This design comes from an exercise in tuning for small area on the open sky130 flow, not from production work.
Where RTL was checked, it was by simulation tests only, not by an equivalence proof against the original.

Setup of main:
clock: 12.0 ns
lec_check: 0
abc_area: 1
cap_margin: 20
core_margin: 2
core_utilization: 55
slew_margin: 20
run.sh (not shown) runs the stock make flow with config.mk's settings and CLKGATE_MAP_FILE= SYNTH_SCRIPT=/design/flow/synth_recipe.tcl, a recipe that flattens the netlist after the stock synthesis.
main reached the end of the flow, and the finished layout is clean on the timing, DRC and antenna checks.
Edits applied to the flow inputs when going from main to the feature branch:
diff --git a/flow/design.v b/flow/design.v
--- a/flow/design.v
+++ b/flow/design.v
@@ -38,7 +38,7 @@
             b    = v[i];
             qb   = r[2] | (r[1] & (r[0] | b));
-            n[0] = r[2] | (b ^ r[1]);
-            n[1] = r[0] & ((!b & !r[1]) | (b & !r[2]));
-            n[2] = (!b & !r[0] & r[1]) | (b & r[2]);
+            n[0] = b ^ qb;
+            n[1] = qb ? (r[2] ? !b : (r[0] & b)) : r[0];
+            n[2] = qb ? (r[2] & b) : r[1];
             q[i] = qb;
             r    = n;
Notes after the runs:
In summary, the feature branch completed successfully, with a layout that passed the timing, DRC and antenna checks.
Lower met1 capacity usage during global routing goes to main over the feature branch.
Delta(time the worst path needs with I/O delays and setup, the feature branch - main) < 0
Compared with main, in the feature branch amount of wire on met2 after detailed routing now sits higher; final routed wirelength across all metal layers picked up an extra 9.7%.
Cell total after placement in the feature branch is 43 below main.
NOTE: first-pass GRT wire length in the feature branch exceeds that of main
Function not checked in main: the RTL went through the layout flow alone.

---

## the previous run
Another version of the RTL of heater_standby_mode_controller_top (not shown whole).
For scale: roughly 3800 cells after synthesis, about 330 flip-flops, ~30000 um^2 of cells after synthesis.
==> flow/design.v (excerpt) <==
module heater_standby_mode_controller_top (
    input  wire logic                         clk,
    input  wire logic                         rst_n,
    input  wire logic                         cfg_we,
    input  wire logic [hsmc_pkg::ADDR_W-1:0]  cfg_addr,
    input  wire logic [hsmc_pkg::CFG_W-1:0]   cfg_wdata,
    input  wire logic                         pass_valid,
    output      logic                         pass_ready,
    input  wire logic [hsmc_pkg::TIME_W-1:0]  pass_now_ms,
    input  wire logic                         pass_set_level,
    input  wire logic                         pass_set_pressed,
    input  wire logic                         pass_minus_pressed,
    input  wire logic                         pass_plus_pressed,
    input  wire logic                         pass_motion_event,
    input  wire logic [hsmc_pkg::TIME_W-1:0]  pass_motion_time_ms,
    output      logic                         result_valid,
    input  wire logic                         result_ready,
    output      logic                         result_heat_on,
    output      logic                         result_standby,
    output      logic                         result_drive_mode,
    output      logic [hsmc_pkg::DEG_W-1:0]   result_target_temp,
  ...
clock: 12.0 ns
lec_check: 0
abc_area: 1
cap_margin: 20
core_margin: 2
core_utilization: 65
cts_buf_list: sky130_fd_sc_hd__clkbuf_16
cts_cluster_diameter: 80
cts_cluster_size: 20
slew_margin: 20
standard.sh (not shown) runs the stock make flow with config.mk's settings and CLKGATE_MAP_FILE= SYNTH_SCRIPT=/design/flow/synth_recipe.tcl, a recipe that flattens the netlist after the stock synthesis.
==> flow/flow/run.sh <==
#!/bin/bash
# The standard layout, with the port buffers made of the smallest buffer cell.
set -euo pipefail
export BUFFER_PORTS_ARGS="-buffer_cell sky130_fd_sc_hd__buf_1"
bash standard.sh > standard_flow.log 2>&1
Layout checks on the previous run: not met. Flow itself completed; violations: setup timing.
#### Input delta (the current run over the previous run)
--- a/flow/design.v
+++ b/flow/design.v
@@ -33,17 +33,17 @@
         logic              b, qb;
         logic [TIME_W-4:0] q;
         r = '0;
         for (int i = TIME_W - 4; i >= 0; i = i - 1)
         begin
             b    = v[i];
             qb   = r[2] | (r[1] & (r[0] | b));
-            n[0] = r[2] | (b ^ r[1]);
-            n[1] = r[0] & ((!b & !r[1]) | (b & !r[2]));
-            n[2] = (!b & !r[0] & r[1]) | (b & r[2]);
+            n[0] = b ^ qb;
+            n[1] = qb ? (r[2] ? !b : (r[0] & b)) : r[0];
+            n[2] = qb ? (r[2] & b) : r[1];
             q[i] = qb;
             r    = n;
         end
         div5 = q;
     endfunction
     function automatic logic [COUNT_W-1:0] ms_to_s(input logic [TIME_W-4:0] x);
         logic [TIME_W-4:0] q;
@@ -98,15 +98,15 @@
     logic [TW-1:0] motion_at_next;
     logic          active;
     logic [DW:0]   minus_val, plus_sum;
     logic          minus_ok, minus_above, above_max;
     logic [DW-1:0] sel_minus, sel_next;
     logic          heat_act, standby_act;
     logic          drop_standby, drop_off;
-    logic          to_standby, to_off;
+    logic [TW-1:0] remain_ms;
     logic          heat_next, standby_next;
     logic [DW-1:0] commanded_next;
     logic [TW-1:0] idle_store;
     logic          unused;
     hsmc_add #(TW) u_elapsed (.a(now_ms), .b(~last_update), .ci(1'b1),
                               .s(elapsed), .co(not_before));
     assign gated = (elapsed[TW-1:7] == '0) && (elapsed[6:0] < 7'd100);
@@ -162,14 +162,16 @@
         active         = set_pressed || minus_pressed || plus_pressed || motion_active_ev;
         heat_act       = active || (heat && !long_press_next);
         standby_act    = standby && !long_press_next;
         motion_active_next = motion_active_ev &&
                              !((motion_ms[TW-1:hsmc_pkg::HOLD_W] != '0) || !motion_long);
         br_standby   = heat_act && (active ? act_pos_standby : pos_standby);
         br_off       = !br_standby && standby_act && (active ? act_pos_off : pos_off);
+        remain_ms    = br_standby ? (active ? cfg.standby_time_ms : r_standby[TW-1:0]) :
+                       br_off     ? (active ? cfg.off_time_ms : r_off[TW-1:0]) : '0;
         drop_standby = br_standby && (active ? act_short_standby : short_standby);
         drop_off     = br_off && (active ? act_short_off : short_off);
         heat_next       = heat_act && !drop_standby && !drop_off;
         standby_next    = drop_standby || (standby_act && !drop_off);
         commanded_next  = drop_standby ? cfg.standby_temp : active ? sel_next : commanded;
         idle_store      = (active || drop_standby || drop_off) ? '0 :
                           !idle_inc ? idle : idle_ovf ? '1 : idle_sum;
@@ -212,20 +214,16 @@
             selected    <= sel_next;
             commanded   <= commanded_next;
         end
     end
     always_ff @(posedge clk)
     begin
         if (step)
-        begin
-            to_standby <= br_standby && !drop_standby;
-            to_off     <= br_off && !drop_off;
-        end
+            remain <= remain_ms[TW-1:3];
     end
-    assign remain = to_standby ? d_standby_s[TW-1:3] : to_off ? d_off_s[TW-1:3] : '0;
 endmodule
 `default_nettype wire
 module hsmc_add #(
     parameter int W = 32
 ) (
     input  wire logic [W-1:0] a,
     input  wire logic [W-1:0] b,
### Flow results
The current run was carried through to the last stage, and its layout satisfied the timing, DRC and antenna checks.
| total non-filler cell area in the finished layout | the current run vs the previous run | better |
Relative to the previous run, number of clock sinks has increased by about 8% in the current run.
The current run vs the previous run: pin count of the biggest net entering global routing up by a few percent
In the reports, the flip-flop count of the current run exceeds that of the previous run.
| layout-stage area growth over the synthesis result | higher: the previous run |
The current run vs the previous run: maximum clock rate up by more than 10%
Changes observed in the current run relative to the previous run: final setup slack of the worst path rose by 2.04 ns, number of design-rule violations left by the first detailed-router iteration fell by about 15%, well tap count rose by 1.2%, worst-path maximum fanout rose by 56, post-synthesis simple-gate area fraction fell by 1.1 points.
On area of the die, the previous run beats the current run.
Summary: clock tree skew after final layout, the current run worse than the previous run
No functional check of the RTL was part of the previous run.

==> separate check: timing with driven ports <==
In the flow no input, the clock included, has a driving cell. The finished layouts below were timed again as built, in two steps. Step 1, drivers: a clkbuf_16 drives clk and a buf_2 each remaining input, both assumed. Step 2 times the ports against the registers' clock, not the clock port: input delays grow and output delays shrink by t, the midpoint of the rising clock arrivals with the driver on. Three values: ideal, step 1, step 2; two values: the first two.
| run | shift t [ns] | setup WS [ns] | latest minus earliest clock arrival (ns) |
|---|---|---|---|
| main | 0.641 | 1.012 / 1.048 / 0.407 | 0.025 / 0.026 |
| the feature branch | 0.653 | 1.112 / 1.146 / 0.493 | 0.039 / 0.040 |
| the previous run | 0.651 | -1.055 / -1.055 / -1.055 | 0.025 / 0.025 |
| the current run | 0.663 | 0.985 / 1.008 / 0.345 | 0.039 / 0.039 |
The setup slack of the current run, which loses most, moves by +0.023 ns with the drivers and by -0.640 ns with both steps.
